Source: an optimization exercise on an open RTL-to-GDS flow (aim: small area). Production flows keep margins and buffers that such runs may drop.
No functional check of the RTL was part of this run.
Power and IR drop assume default switching activity.

===== design/flow/run.sh =====
#!/bin/bash
# synth_recipe.tcl (not shown) runs the flow's synth.tcl, then flattens the netlist and writes it again
# the make line also repeats each setting of config.mk as NAME=value (left out here)
make -C /OpenROAD-flow-scripts/flow DESIGN_CONFIG=/design/flow/config.mk WORK_HOME=/design/flow/orfs CLKGATE_MAP_FILE= SYNTH_SCRIPT=/design/flow/synth_recipe.tcl finish

===== design/flow/design.v =====
package ffe_pkg;
    localparam int FRAC_BITS    = 7;
    localparam int PAM2_POS     = 128;
    localparam int PAM2_NEG     = -128;
    localparam int MU_TRAIN_DEF = 6;
    localparam int MU_TRACK_DEF = 9;
    typedef enum logic [1:0] {
        ST_INIT  = 2'd0,
        ST_TRAIN = 2'd1,
        ST_TRACK = 2'd2,
        ST_HOLD  = 2'd3
    } lms_state_t;
endpackage
module lms_tap_update
#(
    parameter bit INIT_ONE = 1'b0
) (
    input  logic                     i_clk,
    input  logic                     i_rst,
    input  logic                     i_restart,
    input  logic [4:0]               i_one,
    input  logic [4:0]               i_two,
    input  logic [4:0]               i_neg,
    input  logic                     i_train,
    input  logic signed [10:0]       i_x,
    output logic        [8:0]        o_coef
);
    localparam logic [16:0] ACC_INIT  = INIT_ONE ? 17'(128 << 8) : 17'd0;
    localparam logic [8:0]  COEF_INIT = ACC_INIT[16:8];
    logic [16:0] acc_q, acc_nxt;
    logic [8:0]  coef_q;
    logic [17:0] sum;
    wire  [10:0] x = i_x;
    wire [4:0] one = i_one, two = i_two, neg = i_neg;
    wire p0 = (one[0] & x[0]) ^ neg[0];
    wire p1 = ((one[0] & x[1]) | (two[0] & x[0])) ^ neg[0];
    wire p2 = ((one[0] & x[2]) | (two[0] & x[1])) ^ neg[0];
    wire p3 = ((one[0] & x[3]) | (two[0] & x[2])) ^ neg[0];
    wire p4 = ((one[0] & x[4]) | (two[0] & x[3])) ^ neg[0];
    wire p5 = ((one[0] & x[5]) | (two[0] & x[4])) ^ neg[0];
    wire p6 = ((one[0] & x[6]) | (two[0] & x[5])) ^ neg[0];
    wire p7 = ((one[0] & x[7]) | (two[0] & x[6])) ^ neg[0];
    wire p8 = ((one[0] & x[8]) | (two[0] & x[7])) ^ neg[0];
    wire p9 = ((one[0] & x[9]) | (two[0] & x[8])) ^ neg[0];
    wire p10 = ((one[0] & x[10]) | (two[0] & x[9])) ^ neg[0];
    wire p11 = ~(((one[0] & x[10]) | (two[0] & x[10])) ^ neg[0]);
    wire p12 = (one[1] & x[0]) ^ neg[1];
    wire p13 = ((one[1] & x[1]) | (two[1] & x[0])) ^ neg[1];
    wire p14 = ((one[1] & x[2]) | (two[1] & x[1])) ^ neg[1];
    wire p15 = ((one[1] & x[3]) | (two[1] & x[2])) ^ neg[1];
    wire p16 = ((one[1] & x[4]) | (two[1] & x[3])) ^ neg[1];
    wire p17 = ((one[1] & x[5]) | (two[1] & x[4])) ^ neg[1];
    wire p18 = ((one[1] & x[6]) | (two[1] & x[5])) ^ neg[1];
    wire p19 = ((one[1] & x[7]) | (two[1] & x[6])) ^ neg[1];
    wire p20 = ((one[1] & x[8]) | (two[1] & x[7])) ^ neg[1];
    wire p21 = ((one[1] & x[9]) | (two[1] & x[8])) ^ neg[1];
    wire p22 = ((one[1] & x[10]) | (two[1] & x[9])) ^ neg[1];
    wire p23 = ~(((one[1] & x[10]) | (two[1] & x[10])) ^ neg[1]);
    wire p24 = (one[2] & x[0]) ^ neg[2];
    wire p25 = ((one[2] & x[1]) | (two[2] & x[0])) ^ neg[2];
    wire p26 = ((one[2] & x[2]) | (two[2] & x[1])) ^ neg[2];
    wire p27 = ((one[2] & x[3]) | (two[2] & x[2])) ^ neg[2];
    wire p28 = ((one[2] & x[4]) | (two[2] & x[3])) ^ neg[2];
    wire p29 = ((one[2] & x[5]) | (two[2] & x[4])) ^ neg[2];
    wire p30 = ((one[2] & x[6]) | (two[2] & x[5])) ^ neg[2];
    wire p31 = ((one[2] & x[7]) | (two[2] & x[6])) ^ neg[2];
    wire p32 = ((one[2] & x[8]) | (two[2] & x[7])) ^ neg[2];
    wire p33 = ((one[2] & x[9]) | (two[2] & x[8])) ^ neg[2];
    wire p34 = ((one[2] & x[10]) | (two[2] & x[9])) ^ neg[2];
    wire p35 = ~(((one[2] & x[10]) | (two[2] & x[10])) ^ neg[2]);
    wire p36 = (one[3] & x[0]) ^ neg[3];
    wire p37 = ((one[3] & x[1]) | (two[3] & x[0])) ^ neg[3];
    wire p38 = ((one[3] & x[2]) | (two[3] & x[1])) ^ neg[3];
    wire p39 = ((one[3] & x[3]) | (two[3] & x[2])) ^ neg[3];
    wire p40 = ((one[3] & x[4]) | (two[3] & x[3])) ^ neg[3];
    wire p41 = ((one[3] & x[5]) | (two[3] & x[4])) ^ neg[3];
    wire p42 = ((one[3] & x[6]) | (two[3] & x[5])) ^ neg[3];
    wire p43 = ((one[3] & x[7]) | (two[3] & x[6])) ^ neg[3];
    wire p44 = ((one[3] & x[8]) | (two[3] & x[7])) ^ neg[3];
    wire p45 = ((one[3] & x[9]) | (two[3] & x[8])) ^ neg[3];
    wire p46 = ((one[3] & x[10]) | (two[3] & x[9])) ^ neg[3];
    wire p47 = ~(((one[3] & x[10]) | (two[3] & x[10])) ^ neg[3]);
    wire p48 = (one[4] & x[0]) ^ neg[4];
    wire p49 = ((one[4] & x[1]) | (two[4] & x[0])) ^ neg[4];
    wire p50 = ((one[4] & x[2]) | (two[4] & x[1])) ^ neg[4];
    wire p51 = ((one[4] & x[3]) | (two[4] & x[2])) ^ neg[4];
    wire p52 = ((one[4] & x[4]) | (two[4] & x[3])) ^ neg[4];
    wire p53 = ((one[4] & x[5]) | (two[4] & x[4])) ^ neg[4];
    wire p54 = ((one[4] & x[6]) | (two[4] & x[5])) ^ neg[4];
    wire p55 = ((one[4] & x[7]) | (two[4] & x[6])) ^ neg[4];
    wire p56 = ((one[4] & x[8]) | (two[4] & x[7])) ^ neg[4];
    wire p57 = ((one[4] & x[9]) | (two[4] & x[8])) ^ neg[4];
    wire p58 = ((one[4] & x[10]) | (two[4] & x[9])) ^ neg[4];
    wire s59 = p6 ^ p16;
    wire c60 = p6 & p16;
    wire s61 = p7 ^ p17;
    wire c62 = p7 & p17;
    wire s63 = p8 ^ p18 ^ p28;
    wire c64 = (p8 & p18) | (p8 & p28) | (p18 & p28);
    wire s65 = p38 ^ p48;
    wire c66 = p38 & p48;
    wire s67 = p9 ^ p19 ^ p29;
    wire c68 = (p9 & p19) | (p9 & p29) | (p19 & p29);
    wire s69 = p39 ^ p49;
    wire c70 = p39 & p49;
    wire s71 = p10 ^ p20 ^ p30;
    wire c72 = (p10 & p20) | (p10 & p30) | (p20 & p30);
    wire s73 = p40 ^ p50;
    wire c74 = p40 & p50;
    wire s75 = p11 ^ p21 ^ p31;
    wire c76 = (p11 & p21) | (p11 & p31) | (p21 & p31);
    wire s77 = ~(p41 ^ p51);
    wire c78 = p41 | p51;
    wire s79 = p22 ^ p32 ^ p42;
    wire c80 = (p22 & p32) | (p22 & p42) | (p32 & p42);
    wire s81 = ~p52;
    wire s82 = p23 ^ p33 ^ p43;
    wire c83 = (p23 & p33) | (p23 & p43) | (p33 & p43);
    wire s84 = p34 ^ p44;
    wire c85 = p34 & p44;
    wire s86 = p4 ^ p14;
    wire c87 = p4 & p14;
    wire s88 = p5 ^ p15;
    wire c89 = p5 & p15;
    wire s90 = s59 ^ p26 ^ p36;
    wire c91 = (s59 & p26) | (s59 & p36) | (p26 & p36);
    wire s92 = c60 ^ s61 ^ p27;
    wire c93 = (c60 & s61) | (c60 & p27) | (s61 & p27);
    wire s94 = c62 ^ s63 ^ s65;
    wire c95 = (c62 & s63) | (c62 & s65) | (s63 & s65);
    wire s96 = c64 ^ c66 ^ s67;
    wire c97 = (c64 & c66) | (c64 & s67) | (c66 & s67);
    wire s98 = c68 ^ c70 ^ s71;
    wire c99 = (c68 & c70) | (c68 & s71) | (c70 & s71);
    wire s100 = c72 ^ c74 ^ s75;
    wire c101 = (c72 & c74) | (c72 & s75) | (c74 & s75);
    wire s102 = c76 ^ c78 ^ s79;
    wire c103 = (c76 & c78) | (c76 & s79) | (c78 & s79);
    wire s104 = c80 ^ p52 ^ s82;
    wire c105 = (c80 & p52) | (c80 & s82) | (p52 & s82);
    wire s106 = c83 ^ s84 ^ p54;
    wire c107 = (c83 & s84) | (c83 & p54) | (s84 & p54);
    wire s108 = c85 ^ p35 ^ p45;
    wire c109 = (c85 & p35) | (c85 & p45) | (p35 & p45);
    wire s110 = p46 ^ p56;
    wire c111 = p46 & p56;
    wire s112 = p2 ^ p12;
    wire c113 = p2 & p12;
    wire s114 = p3 ^ p13;
    wire c115 = p3 & p13;
    wire s116 = s86 ^ p24 ^ neg[2];
    wire c117 = (s86 & p24) | (s86 & neg[2]) | (p24 & neg[2]);
    wire s118 = c87 ^ s88 ^ p25;
    wire c119 = (c87 & s88) | (c87 & p25) | (s88 & p25);
    wire s120 = c89 ^ s90 ^ neg[3];
    wire c121 = (c89 & s90) | (c89 & neg[3]) | (s90 & neg[3]);
    wire s122 = c91 ^ s92 ^ p37;
    wire c123 = (c91 & s92) | (c91 & p37) | (s92 & p37);
    wire s124 = c93 ^ s94 ^ neg[4];
    wire c125 = (c93 & s94) | (c93 & neg[4]) | (s94 & neg[4]);
    wire s126 = c95 ^ s96 ^ s69;
    wire c127 = (c95 & s96) | (c95 & s69) | (s96 & s69);
    wire s128 = c97 ^ s98 ^ s73;
    wire c129 = (c97 & s98) | (c97 & s73) | (s98 & s73);
    wire s130 = c99 ^ s100 ^ s77;
    wire c131 = (c99 & s100) | (c99 & s77) | (s100 & s77);
    wire s132 = c101 ^ s102 ^ s81;
    wire c133 = (c101 & s102) | (c101 & s81) | (s102 & s81);
    wire s134 = c103 ^ s104 ^ p53;
    wire c135 = (c103 & s104) | (c103 & p53) | (s104 & p53);
    wire s136 = ~(c105 ^ s106);
    wire c137 = c105 | s106;
    wire s138 = c107 ^ s108 ^ p55;
    wire c139 = (c107 & s108) | (c107 & p55) | (s108 & p55);
    wire s140 = ~(c109 ^ s110);
    wire c141 = c109 | s110;
    wire s142 = c111 ^ p47 ^ p57;
    wire c143 = (c111 & p47) | (c111 & p57) | (p47 & p57);
    wire s144 = ~p58;
    wire c145 = p0 & neg[0];
    wire c146 = p1 & c145;
    wire c147 = (s112 & neg[1]) | (s112 & c146) | (neg[1] & c146);
    wire c148 = (c113 & s114) | (c113 & c147) | (s114 & c147);
    wire c149 = (c115 & s116) | (c115 & c148) | (s116 & c148);
    wire s150 = c117 ^ s118 ^ c149;
    wire c151 = (c117 & s118) | (c117 & c149) | (s118 & c149);
    wire s152 = c119 ^ s120 ^ c151;
    wire c153 = (c119 & s120) | (c119 & c151) | (s120 & c151);
    wire s154 = c121 ^ s122 ^ c153;
    wire c155 = (c121 & s122) | (c121 & c153) | (s122 & c153);
    wire s156 = c123 ^ s124 ^ c155;
    wire c157 = (c123 & s124) | (c123 & c155) | (s124 & c155);
    wire s158 = c125 ^ s126 ^ c157;
    wire c159 = (c125 & s126) | (c125 & c157) | (s126 & c157);
    wire s160 = c127 ^ s128 ^ c159;
    wire c161 = (c127 & s128) | (c127 & c159) | (s128 & c159);
    wire s162 = c129 ^ s130 ^ c161;
    wire c163 = (c129 & s130) | (c129 & c161) | (s130 & c161);
    wire s164 = c131 ^ s132 ^ c163;
    wire c165 = (c131 & s132) | (c131 & c163) | (s132 & c163);
    wire s166 = c133 ^ s134 ^ c165;
    wire c167 = (c133 & s134) | (c133 & c165) | (s134 & c165);
    wire s168 = c135 ^ s136 ^ c167;
    wire c169 = (c135 & s136) | (c135 & c167) | (s136 & c167);
    wire s170 = c137 ^ s138 ^ c169;
    wire c171 = (c137 & s138) | (c137 & c169) | (s138 & c169);
    wire s172 = c139 ^ s140 ^ c171;
    wire c173 = (c139 & s140) | (c139 & c171) | (s140 & c171);
    wire s174 = c141 ^ s142 ^ c173;
    wire c175 = (c141 & s142) | (c141 & c173) | (s142 & c173);
    wire s176 = c143 ^ s144 ^ c175;
    wire c177 = (c143 & s144) | (c143 & c175) | (s144 & c175);
    wire [13:0] q = {s176, s174, s172, s170, s168, s166, s164, s162, s160, s158, s156, s154, s152, s150};
    wire [13:0] d = i_train ? q : {{3{q[13]}}, q[13:3]};
    wire s178 = acc_q[0] ^ d[0];
    wire c179 = acc_q[0] & d[0];
    wire s180 = acc_q[1] ^ d[1] ^ c179;
    wire c181 = (acc_q[1] & d[1]) | (acc_q[1] & c179) | (d[1] & c179);
    wire s182 = acc_q[2] ^ d[2] ^ c181;
    wire c183 = (acc_q[2] & d[2]) | (acc_q[2] & c181) | (d[2] & c181);
    wire s184 = acc_q[3] ^ d[3] ^ c183;
    wire c185 = (acc_q[3] & d[3]) | (acc_q[3] & c183) | (d[3] & c183);
    wire s186 = acc_q[4] ^ d[4] ^ c185;
    wire c187 = (acc_q[4] & d[4]) | (acc_q[4] & c185) | (d[4] & c185);
    wire s188 = acc_q[5] ^ d[5] ^ c187;
    wire c189 = (acc_q[5] & d[5]) | (acc_q[5] & c187) | (d[5] & c187);
    wire s190 = acc_q[6] ^ d[6] ^ c189;
    wire c191 = (acc_q[6] & d[6]) | (acc_q[6] & c189) | (d[6] & c189);
    wire s192 = acc_q[7] ^ d[7] ^ c191;
    wire c193 = (acc_q[7] & d[7]) | (acc_q[7] & c191) | (d[7] & c191);
    wire s194 = acc_q[8] ^ d[8] ^ c193;
    wire c195 = (acc_q[8] & d[8]) | (acc_q[8] & c193) | (d[8] & c193);
    wire s196 = acc_q[9] ^ d[9] ^ c195;
    wire c197 = (acc_q[9] & d[9]) | (acc_q[9] & c195) | (d[9] & c195);
    wire s198 = acc_q[10] ^ d[10] ^ c197;
    wire c199 = (acc_q[10] & d[10]) | (acc_q[10] & c197) | (d[10] & c197);
    wire s200 = acc_q[11] ^ d[11] ^ c199;
    wire c201 = (acc_q[11] & d[11]) | (acc_q[11] & c199) | (d[11] & c199);
    wire s202 = acc_q[12] ^ d[12] ^ c201;
    wire c203 = (acc_q[12] & d[12]) | (acc_q[12] & c201) | (d[12] & c201);
    wire s204 = acc_q[13] ^ d[13] ^ c203;
    wire c205 = (acc_q[13] & d[13]) | (acc_q[13] & c203) | (d[13] & c203);
    wire s206 = acc_q[14] ^ d[13] ^ c205;
    wire c207 = (acc_q[14] & d[13]) | (acc_q[14] & c205) | (d[13] & c205);
    wire s208 = acc_q[15] ^ d[13] ^ c207;
    wire c209 = (acc_q[15] & d[13]) | (acc_q[15] & c207) | (d[13] & c207);
    wire s210 = acc_q[16] ^ d[13] ^ c209;
    wire c211 = (acc_q[16] & d[13]) | (acc_q[16] & c209) | (d[13] & c209);
    wire s212 = acc_q[16] ^ d[13] ^ c211;
    wire c213 = (acc_q[16] & d[13]) | (acc_q[16] & c211) | (d[13] & c211);
    assign sum = {s212, s210, s208, s206, s204, s202, s200, s198, s196, s194, s192, s190, s188, s186, s184, s182, s180, s178};
    always_comb begin
        acc_nxt = sum[16:0];
        if (sum[17] != sum[16]) begin
            acc_nxt = {sum[17], {16{~sum[17]}}};
        end
    end
    always_ff @(posedge i_clk or posedge i_rst) begin
        if (i_rst) begin
            acc_q  <= ACC_INIT;
            coef_q <= COEF_INIT;
        end else if (i_restart) begin
            acc_q  <= ACC_INIT;
            coef_q <= COEF_INIT;
        end else begin
            acc_q  <= acc_nxt;
            coef_q <= acc_q[16:8];
        end
    end
    assign o_coef = coef_q;
endmodule
module ffe_lms_adapt
#(
    parameter int IN_BW      = 11,
    parameter int OUT_BW     = 9,
    parameter int COEF_BW    = 9,
    parameter int N_COEF     = 7,
    parameter int ACC_EXT    = 8,
    parameter int MU_TRAIN   = ffe_pkg::MU_TRAIN_DEF,
    parameter int MU_TRACK   = ffe_pkg::MU_TRACK_DEF,
    parameter int TRAIN_LEN  = 1024,
    parameter int CENTER_TAP = 3
) (
    input  logic                       i_clk,
    input  logic                       i_rst,
    input  logic                       i_en,
    input  logic [IN_BW-1:0]           i_data,
    input  logic [OUT_BW-1:0]          i_ffe_out,
    input  logic                       i_adapt_en,
    input  logic                       i_restart,
    output logic [COEF_BW*N_COEF-1:0]  o_coefs,
    output logic [OUT_BW:0]            o_error,
    output logic [1:0]                 o_state,
    output logic                       o_trained
);
    ffe_pkg::lms_state_t state_q, state_d;
    logic [9:0]   train_cnt_q;
    logic         trained_q;
    logic [10:0]  dly_q [1:7];
    logic         v1_q;
    logic         train_mode_q;
    logic [8:0]   err_q, err_d;
    logic         capture, cnt_done;
    always_ff @(posedge i_clk or posedge i_rst) begin
        if (i_rst) begin
            for (int unsigned k = 1; k < 8; k++) begin
                dly_q[k] <= '0;
            end
        end else if (i_en) begin
            dly_q[1] <= i_data;
            for (int unsigned k = 2; k < 8; k++) begin
                dly_q[k] <= dly_q[k-1];
            end
        end
    end
    assign err_d = 9'd128 - {1'b0, i_ffe_out[7:0]};
    assign capture  = i_en && i_adapt_en && !i_restart && ((state_q == ffe_pkg::ST_TRAIN) || (state_q == ffe_pkg::ST_TRACK));
    assign cnt_done = v1_q && !trained_q && (train_cnt_q == 10'h3ff);
    always_comb begin
        state_d = state_q;
        case (state_q)
            ffe_pkg::ST_INIT:  state_d = i_adapt_en ? ffe_pkg::ST_TRAIN : ffe_pkg::ST_HOLD;
            ffe_pkg::ST_TRAIN: begin
                if (!i_adapt_en) begin
                    state_d = ffe_pkg::ST_HOLD;
                end else if (cnt_done) begin
                    state_d = ffe_pkg::ST_TRACK;
                end
            end
            ffe_pkg::ST_TRACK: begin
                if (!i_adapt_en) begin
                    state_d = ffe_pkg::ST_HOLD;
                end
            end
            default: begin  
                if (i_adapt_en) begin
                    state_d = (trained_q || cnt_done) ? ffe_pkg::ST_TRACK : ffe_pkg::ST_TRAIN;
                end
            end
        endcase
        if (i_restart) begin
            state_d = ffe_pkg::ST_INIT;
        end
    end
    always_ff @(posedge i_clk or posedge i_rst) begin
        if (i_rst) begin
            state_q <= ffe_pkg::ST_INIT;
        end else begin
            state_q <= state_d;
        end
    end
    always_ff @(posedge i_clk or posedge i_rst) begin
        if (i_rst) begin
            train_cnt_q <= '0;
            trained_q   <= 1'b0;
        end else if (i_restart) begin
            train_cnt_q <= '0;
            trained_q   <= 1'b0;
        end else if (v1_q && !trained_q) begin
            train_cnt_q <= train_cnt_q + 1'b1;
            if (cnt_done) begin
                trained_q <= 1'b1;
            end
        end
    end
    always_ff @(posedge i_clk or posedge i_rst) begin
        if (i_rst) begin
            v1_q         <= 1'b0;
            train_mode_q <= 1'b0;
            err_q        <= '0;
        end else begin
            v1_q <= capture;
            if (capture) begin
                err_q        <= err_d;
                train_mode_q <= (state_q == ffe_pkg::ST_TRAIN);
            end
        end
    end
    logic [10:0] mb;
    logic [4:0]  b_one, b_two, b_neg;
    assign mb = v1_q ? {{err_q[8], err_q, 1'b0}} : 11'd0;
    for (genvar j = 0; j < 5; j++) begin : g_booth
        assign b_neg[j] = mb[2*j+2];
        assign b_one[j] = mb[2*j+1] ^ mb[2*j];
        assign b_two[j] = (mb[2*j+2] & ~mb[2*j+1] & ~mb[2*j]) | (~mb[2*j+2] & mb[2*j+1] & mb[2*j]);
    end
    for (genvar k = 0; k < N_COEF; k++) begin : g_tap
        lms_tap_update #(
            .INIT_ONE (k == CENTER_TAP)
        ) u_tap (
            .i_clk     (i_clk),
            .i_rst     (i_rst),
            .i_restart (i_restart),
            .i_one     (b_one),
            .i_two     (b_two),
            .i_neg     (b_neg),
            .i_train   (train_mode_q),
            .i_x       (dly_q[k+1]),
            .o_coef    (o_coefs[COEF_BW*k +: COEF_BW])
        );
    end
    assign o_error   = {err_q[8], err_q};
    assign o_state   = state_q;
    assign o_trained = trained_q;
endmodule

===== design/flow/config.mk =====
export PLATFORM = sky130hd
export DESIGN_NAME = ffe_lms_adapt
export DESIGN_NICKNAME = ffe_lms_adapt
export VERILOG_FILES = /design/flow/design.v
export SDC_FILE = /design/flow/constraint.sdc
export NUM_CORES = 4
export LEC_CHECK = 0
export CAP_MARGIN = 20
export CORE_MARGIN = 2
export CORE_UTILIZATION = 40
export SLEW_MARGIN = 20

===== design/flow/constraint.sdc =====
create_clock -name core_clock -period 12.0 [get_ports {i_clk}]
set_input_delay 2.4000 -clock core_clock [delete_from_list [all_inputs] [get_ports {i_clk}]]
set_output_delay 2.4000 -clock core_clock [all_outputs]
set_load 0.01 [all_outputs]

==> run notes <==
Power
The cell-internal power is around 6.5 mW. In this run the power spent charging and discharging nets is ~5.4 mW. The worst-case IR drop observed on VDD is around 0.28 mV.

The combinational share of power is 76.4%. The clock network accounts for around 10% of the total power. The leakage power summed over all cells is about 15 nW. The share of total power dissipated in sequential elements is a little over an eighth.

For this design the ratio of total power to cell area is around 340 nW/um2. Net switching is 45.34% of the power.

Timing
The number of max-slew violations in the final report came to 0. The worst pin sits at a relative slew slack of approximately 31%. For this run, the top clock speed supported by timing is ~86 MHz. Setup slack on the critical path of the routed design comes to approximately 0.33 ns. After routing, the total negative slack on setup checks comes to 0 ns.

The smallest clock period supported by the final layout is computed as 11.67 ns. Setup violations remaining at the end of the flow were counted as 0. The tightest hold path in the finished design has a slack of between 0.4 and 0.5 ns.

The final hold violation count is 0. At the pin with the least slew margin, the transition time is between 1 and 1.5 ns. The ratio of final minimum period to clock period is 97.24%. Between clock sinks in the finished design, the worst skew comes to 0.02414 ns.

Yosys
The async set-or-reset flop fraction in the synthesized netlist is 100.0%. Synthesis produced a netlist with a net count of roughly 3,500. The dominant synthesized flop cell is sky130_fd_sc_hd__dfrtp_1. The area of the mapped netlist is a little under 30,000 um2.

The average cell area after synthesis is 9.958 um2. The total of warnings raised by yosys is 5. After synthesis the netlist holds a flip-flop and latch count of approximately 280. The number of flops mapped to enable cells by yosys is 0. The count of mapped cells out of synthesis is around 3,000. Sequential elements use 23.79% of the synthesized area. The number of different library cells used by synthesis comes to 54.

Hold path
The worst hold path begins at g_tap[2].u_tap.acc_q[16]. The path category of the worst min-delay check is register to register. Counting instances, the worst hold path has a depth of 2.

Global routing
Global routing used 20.19% of the available tracks. The number of antenna violations at the first check in global routing was 1. The wire length of the first global-routing pass is about 130,000 um. After global routing the overflow that remains totals 0. The maximum number of pins on one net before global-route repair is 100. The number of global-route vias before repair is ~23,000.

Clock tree
Clock-pin slew was measured on the worst setup and hold paths at 0.06 ns. The clock passes through at most 3 buffers. The root buffer cell is sky130_fd_sc_hd__clkbuf_16. The number of clock sinks is ~280. The source-to-sink clock delay at the later pin of the worst-skew pair is approximately 0.56 ns.

Clock tree synthesis inserted a total of 36 buffers. The clock tree from TritonCTS is yes. The number of H-tree levels is 2.

Floorplanning
The standard cell core area is between 70,000 and 80,000 um2. The number of cell rows is 100. approximately 100 I/O pins were placed. For this configuration, the core starts out at a cell density of between 40% and 50%. The die is approximately 280 um wide. The die covers between 70,000 and 80,000 um2.

The die is 276.8 um tall.

Finish
Cells with a size suffix above 1 make up a little over a fifth of the layout. Once layout is complete, the utilization of the core stands at 47.52%. Leaving out fill and tap cells, the most frequent cells in the layout are 394 x sky130_fd_sc_hd__inv_1, 281 x sky130_fd_sc_hd__xnor2_1, 277 x sky130_fd_sc_hd__dfrtp_1, 263 x sky130_fd_sc_hd__fa_1, 260 x sky130_fd_sc_hd__buf_4.

The leading cell type in the layout, fill and taps excluded is sky130_fd_sc_hd__inv_1. Compared with the post-synthesis result, the final layout area differs by 18.21%. The antenna diode count is 0. The total number of nets in the final design is around 3,700.

Setup path
The worst reg-to-reg path cell count is 40. The cell repeated most along the worst path is sky130_fd_sc_hd__fa_2. The startpoint of the lowest-slack register-to-register path is err_q[1]. The critical path data required time is between 10 and 15 ns. The kind of start point of the critical path is a register. Along the worst path, the maximum fanout reaches 7.

The biggest cell delay along the critical path is about 0.55 ns. The worst setup path is captured at a register. In this run the worst setup path begins at err_q[1]. The path type of the worst setup path is register to register.

The cell with the biggest individual delay on the critical path is sky130_fd_sc_hd__fa_2. The arrival time of the worst setup path is between 10 and 15 ns.

Detailed routing
After detailed routing, the average wire length per cell comes to between 15 and 20 um. For this block, the routed nets add up to 75,960 um of wire. For this run, design rule violations remaining after detail routing come to 0. Across all layers, the routed design uses approximately 21,000 vias. The pre-antenna-repair detailed-routing pass consisted of 7 iterations.

In this run the remaining antenna-violating nets after routing total 0. The via density per instance is just over 5. The count of routing violations after the opening detailed-route iteration is 1,387.

Place
OpenSTA, run right after detailed placement, puts the worst setup slack at -0.7852 ns. Routability-driven placement finished with a final weighted congestion of ~0.90. The number of buffers added on ports is a little under 100. Detailed placement finished with a half-perimeter wire length of around 57,000 um.

Flow run
The number of violations of the max-capacitance limit is 0.

Status
The flow ran to the end and the layout has no timing, DRC or antenna violations.
## kinds of logic (layout without fill, tap and decap cells)
kind of cell / after synthesis / after routing / share of synthesized area, %
AOI/OAI and AO/OA: 566 / 566 / 12.62
muxes: 162 / 162 / 5.938
buffers and inverters: 665 / 852 / 8.859
DFF: 283 / 283 / 23.79
and+or+nand+nor: 458 / 458 / 7.291
adders and majority gates: 512 / 512 / 31.36
xor gates and xnor gates: 344 / 344 / 10.14
## power by group through the flow
stage	Sequential (mW)	Clock (mW)	Combinational, mW
after floorplan	1.50	0	5.68
after global placement	1.61	0	7.99
after detailed placement	1.62	0	8.39
after CTS	1.61	1.23	8.79
after global routing	1.65	1.26	10.3
final	1.61	1.19	9.07
## per-layer routing
metal,vias to the layer above,GRT usage (%),part of all wire [%]
met5,-,0,0
met4,0,6.090,3.0
met3,129,2.388,4.1
met2,518,32.99,47
met1,10850,28.20,46
li1,9870,-,-
## state kept, by name, indices dropped and copies added (netlist names)
name                cells
dly_q                  77
err_q                   9
g_tap.u_tap.acc_q     119
g_tap.u_tap.coef_q     63
state_q                 2
train_cnt_q            10
train_mode_q            1
trained_q               1
v1_q                    1
## layout make-up
class | count | area [um2]
timing repair buffer | 389 | 3508
sequential | 283 | 7094
clock buffer | 44 | 1013
inverter | 397 | 1498
multi-input combinational | 2042 | 20590
clock inverter | 22 | 280.3
tap | 969 | 1212
fill | 6771 | 38880
## synthesized netlist by cell type, drive strengths merged, types with 8 or more instances
master | number | area [um2]
mux2i | 45 | 450.4
ha | 111 | 1389
and2 | 44 | 275.3
a22oi | 210 | 1617
mux2 | 117 | 1318
dfrtp | 281 | 7032
a21oi | 64 | 320.3
o21a | 90 | 675.7
xnor2 | 282 | 2470
buf | 94 | 493.0
nand3 | 14 | 70.07
inv | 397 | 1490
nand2 | 208 | 780.8
nor2 | 69 | 259.0
fa | 393 | 7868
maj3 | 8 | 80.08
clkbuf | 174 | 654.4
nor2b | 88 | 550.5
o21ai | 166 | 830.8
xor2 | 62 | 550.5
## per-stage QoR
stage / power, mW / std cells / cell area (um2)
floorplan: 7.186 / 2990 / 29850
global placement: 9.600 / 4062 / 33190
detailed placement: 10.01 / 4062 / 33190
CTS: 11.63 / 4136 / 34780
global route: 13.21 / 4146 / 35200
finish: 11.87 / 4146 / 35200
## final timing paths
| path | endpoint | slack (ns) |
|---|---|---|
| setup / recovery | g_tap[3].u_tap.acc_q[6] | 0.33 |
| hold / removal | g_tap[2].u_tap.coef_q[8] | 0.50 |
| setup reg to reg | g_tap[3].u_tap.acc_q[6] | 0.33 |
| hold reg to reg | g_tap[2].u_tap.coef_q[8] | 0.50 |
| max in group asynchronous | err_q[1] | 8.10 |
| min in group asynchronous | g_tap[2].u_tap.acc_q[14] | 2.38 |
## critical path: cells and delay by family, from the launching register on
kind	cells	cell delay (ns)
multiplexers	1	0.30
XOR/XNOR	1	0.19
AO/OA/AOI/OAI	4	0.51
adder cells (fa/ha/maj)	23	8.48
AND/OR/NAND/NOR	4	0.90
buffers and inverters	7	0.72
flip-flops	1	0.47
## repair_timing
item,CTS,global route
hold buffers,0,0
resized for setup,82,100
setup endpoints to repair,116,113
pin swaps,13,27
buffers inserted,8,7
gates cloned,0,3

-- separate check: timing with driven ports --
The results above use ideal ports. As a check the final layout listed here was re-extracted and re-timed, cells and wires unchanged.
Step 1 sets driving cells, clkbuf_16 on the clock port and buf_2 on the other inputs (assumed; they add their load-dependent delay and slew).
Step 2 moves the port delays by t, midway between the first and last clock arrival at a register: inputs arrive t later, outputs are due t later. That takes back most of the time a late clock gives input paths.
Three values: no drivers, after step 1, after step 2; two values: the first two.
shift t [ns]: 0.614
setup slack, ns: 0.331 / 0.331 / 0.331
slew at the worst register clock pin (ns): 0.07 / 0.07
worst data-port slew with drivers (ns): 0.06
After both steps this run still meets setup and hold. The setup slack of this run moves by 0.000 ns with the drivers and by 0.000 ns with both steps.
